Source: an optimization exercise on an open RTL-to-GDS flow (aim: small area). Production flows keep margins and buffers that such runs may drop.
In this exercise RTL edits were held to simulation tests only and were not proved equivalent to the original.

## run A
// matmul_top
module matmul_top #(
  parameter int DATA_W = 32,
  parameter int ADDR_W = 12
) (
  input  logic              clk,
  input  logic              reset_n,
  input  logic              dut_valid,
  output logic              dut_ready,
  output logic [ADDR_W-1:0] input_read_address,
  input  logic [DATA_W-1:0] input_read_data,
  output logic [ADDR_W-1:0] weight_read_address,
  input  logic [DATA_W-1:0] weight_read_data,
  output logic              result_write_enable,
  output logic [ADDR_W-1:0] result_write_address,
  output logic [DATA_W-1:0] result_write_data
);
  localparam logic [1:0] S_IDLE = 2'd0, S_DIMS = 2'd1, S_RUN = 2'd2, S_FIN = 2'd3;
  logic [1:0]        state;
  logic [1:0]        ph;         
  logic              kend_q;     
  logic              wr_arm;     
  logic [ADDR_W-1:0] a_addr;
  logic [ADDR_W-1:0] b_addr;
  logic [ADDR_W-1:0] k_cnt;      
  logic [ADDR_W-1:0] nm1;        
  logic [ADDR_W-1:0] np;         
  logic [ADDR_W-1:0] m_rem;      
  logic [ADDR_W-1:0] c_addr;
  logic              k_end, j_end, i_end, adv, restart;
  logic [7:0]        y;
  logic              yb;
  logic [3:0]        dead;
  logic [DATA_W-1:0] base_n;
  logic              clr;        
  logic [2:0]        cq_n;       
  logic [2:0]        ci_n;
  logic [2:0]        co_n;
  logic [DATA_W-1:0] acc_n;      
  logic [DATA_W-1:0] sum_n;
  assign dut_ready            = (state == S_IDLE);
  assign input_read_address   = a_addr;
  assign weight_read_address  = b_addr;
  assign result_write_address = c_addr;
  assign result_write_data    = ~acc_n;
  assign result_write_enable  = state[1] && wr_arm && kend_q && (ph == 2'd0);
  assign y    = weight_read_data[8*ph +: 8];
  assign yb   = (ph == 2'd0) ? 1'b0 : weight_read_data[8*ph - 1];
  assign dead = {ph != 2'd0, ph[1], ph == 2'd3, 1'b0};
  assign clr  = kend_q && (ph == 2'd0);
  assign base_n = clr ? '1 : acc_n;
  assign ci_n   = cq_n | {dead[1], 2'b00} | {3{ph == 2'd0}};
  mac_unit mac0 (
    .a      (input_read_data),
    .y      (y),
    .yb     (yb),
    .dead   (dead),
    .base_n (base_n),
    .ci_n   (ci_n),
  ...
Size: ~0.012 mm2 of cells after synthesis.
clock: 10.0 ns
lec_check: 0
cap_margin: 20
core_margin: 2
core_utilization: 70
cts_buf_list: sky130_fd_sc_hd__clkbuf_4 sky130_fd_sc_hd__clkbuf_8
gpl_timing_driven: 0
slew_margin: 20
synth_hierarchical: 1
synth_minimum_keep_size: 0
standard.sh (not shown) runs the stock make flow with config.mk's settings and CLKGATE_MAP_FILE= SYNTH_SCRIPT=/design/flow/synth_recipe.tcl, a recipe that flattens the netlist after the stock synthesis.
==> flow/flow/run.sh <==
#!/bin/bash
# The standard layout, with the port buffers made from the smallest buffer
# cell instead of the one buffer_ports picks by itself.
set -euo pipefail
export BUFFER_PORTS_ARGS="-buffer_cell sky130_fd_sc_hd__buf_1"
export REMOVE_ABC_BUFFERS=1
bash standard.sh > standard.log 2>&1
For run B, these inputs were changed with respect to run A:
Settings: CORE_UTILIZATION now 65, was 70; GPL_TIMING_DRIVEN no longer set, was 0.
==> flow/run.sh (new file) <==
#!/bin/bash
# synth_recipe.tcl (not shown) runs the flow's synth.tcl, then flattens the netlist and writes it again
# the make line also repeats each setting of config.mk as NAME=value (left out here)
make -C /OpenROAD-flow-scripts/flow DESIGN_CONFIG=/design/flow/config.mk WORK_HOME=/design/flow/orfs CLKGATE_MAP_FILE= SYNTH_SCRIPT=/design/flow/synth_recipe.tcl finish
removed: flow/flow/run.sh
removed: flow/standard.sh
--- outcome ---
Going from run A to run B, first-pass GRT wire length grew by a few percent. Run B ends up with a average wire per standard cell that is 3.9% higher than in run A. Looking only at share of the final layout cell area in sequential cells, and setting everything else aside, the higher value of run B and run A goes to run A. Setup slack in run B is larger than in run A. Comparing final cell count for run B and run A, the bigger number came from run B. Taking run A over run B, the critical path depth ratio works out to 1.09. For sum of met3 wire segment lengths after detailed routing, dividing the value from run B by the value from run A gives 1.2. Compared run B against run A; global-route usage within noise. Run B reports a higher wire length after detailed routing than run A does.
What run C does differently from run B at the input level:
==> flow/flow/run.sh (new file) <==
#!/bin/bash
# The standard layout, with the port buffers made from the smallest buffer
# cell instead of the one buffer_ports picks by itself.
set -euo pipefail
export BUFFER_PORTS_ARGS="-buffer_cell sky130_fd_sc_hd__buf_1"
bash standard.sh > standard.log 2>&1
==> flow/standard.sh (new file) <==
#!/bin/bash
# synth_recipe.tcl (not shown) runs the flow's synth.tcl, then flattens the netlist and writes it again
# the make line also repeats each setting of config.mk as NAME=value (left out here)
make -C /OpenROAD-flow-scripts/flow DESIGN_CONFIG=/design/flow/config.mk WORK_HOME=/design/flow/orfs CLKGATE_MAP_FILE= SYNTH_SCRIPT=/design/flow/synth_recipe.tcl "${@:-finish}"
removed: flow/run.sh
### Flow results
No stage failed in run C, and the final checks on the layout all came back clean. Comparing run B and run C, critical path depth is lower on run B. In the flow results for run B and run C, the synthesis-to-layout area growth is smaller on run C. In the flow results for run B and run C, the post-layout minimum cycle time is larger on run B. Post-route core utilization (lower): run C. Taking run B as the reference point, the count of plain and timing-repair buffers in the layout of run C falls by 2.8%. Of run C and run B, it is run C that has the lower vias per cell.

-- what the ideal ports hide --
How much do the figures lean on ideal ports? The routed layouts below were timed once more, with nothing changed but the port constraints. Step 1 sets driving cells, clkbuf_16 on the clock port and buf_2 on the other inputs (assumed; they add their load-dependent delay and slew). Step 2 also shifts input and output timing later by t, the mid clock arrival at the registers, as if the neighbouring blocks saw the same clock. Slacks: ideal ports / drivers / drivers and shift; pairs: ideal ports / drivers.
run | t (ns) | setup slack, ns | hold WS [ns] | worst setup path at the end | pins driven straight from the clock port
run A | 0.488 | 0.300 / 0.317 / -0.172 | 0.514 / 0.514 / 0.514 | input to register | 1
run B | 0.489 | 0.327 / 0.345 / -0.145 | 0.508 / 0.508 / 0.508 | input to register | 1
run C | 0.493 | 0.541 / 0.564 / 0.071 | 0.500 / 0.500 / 0.500 | input to register | 1
With both steps, setup timing fails in run A and run B, where it was met with ideal ports.
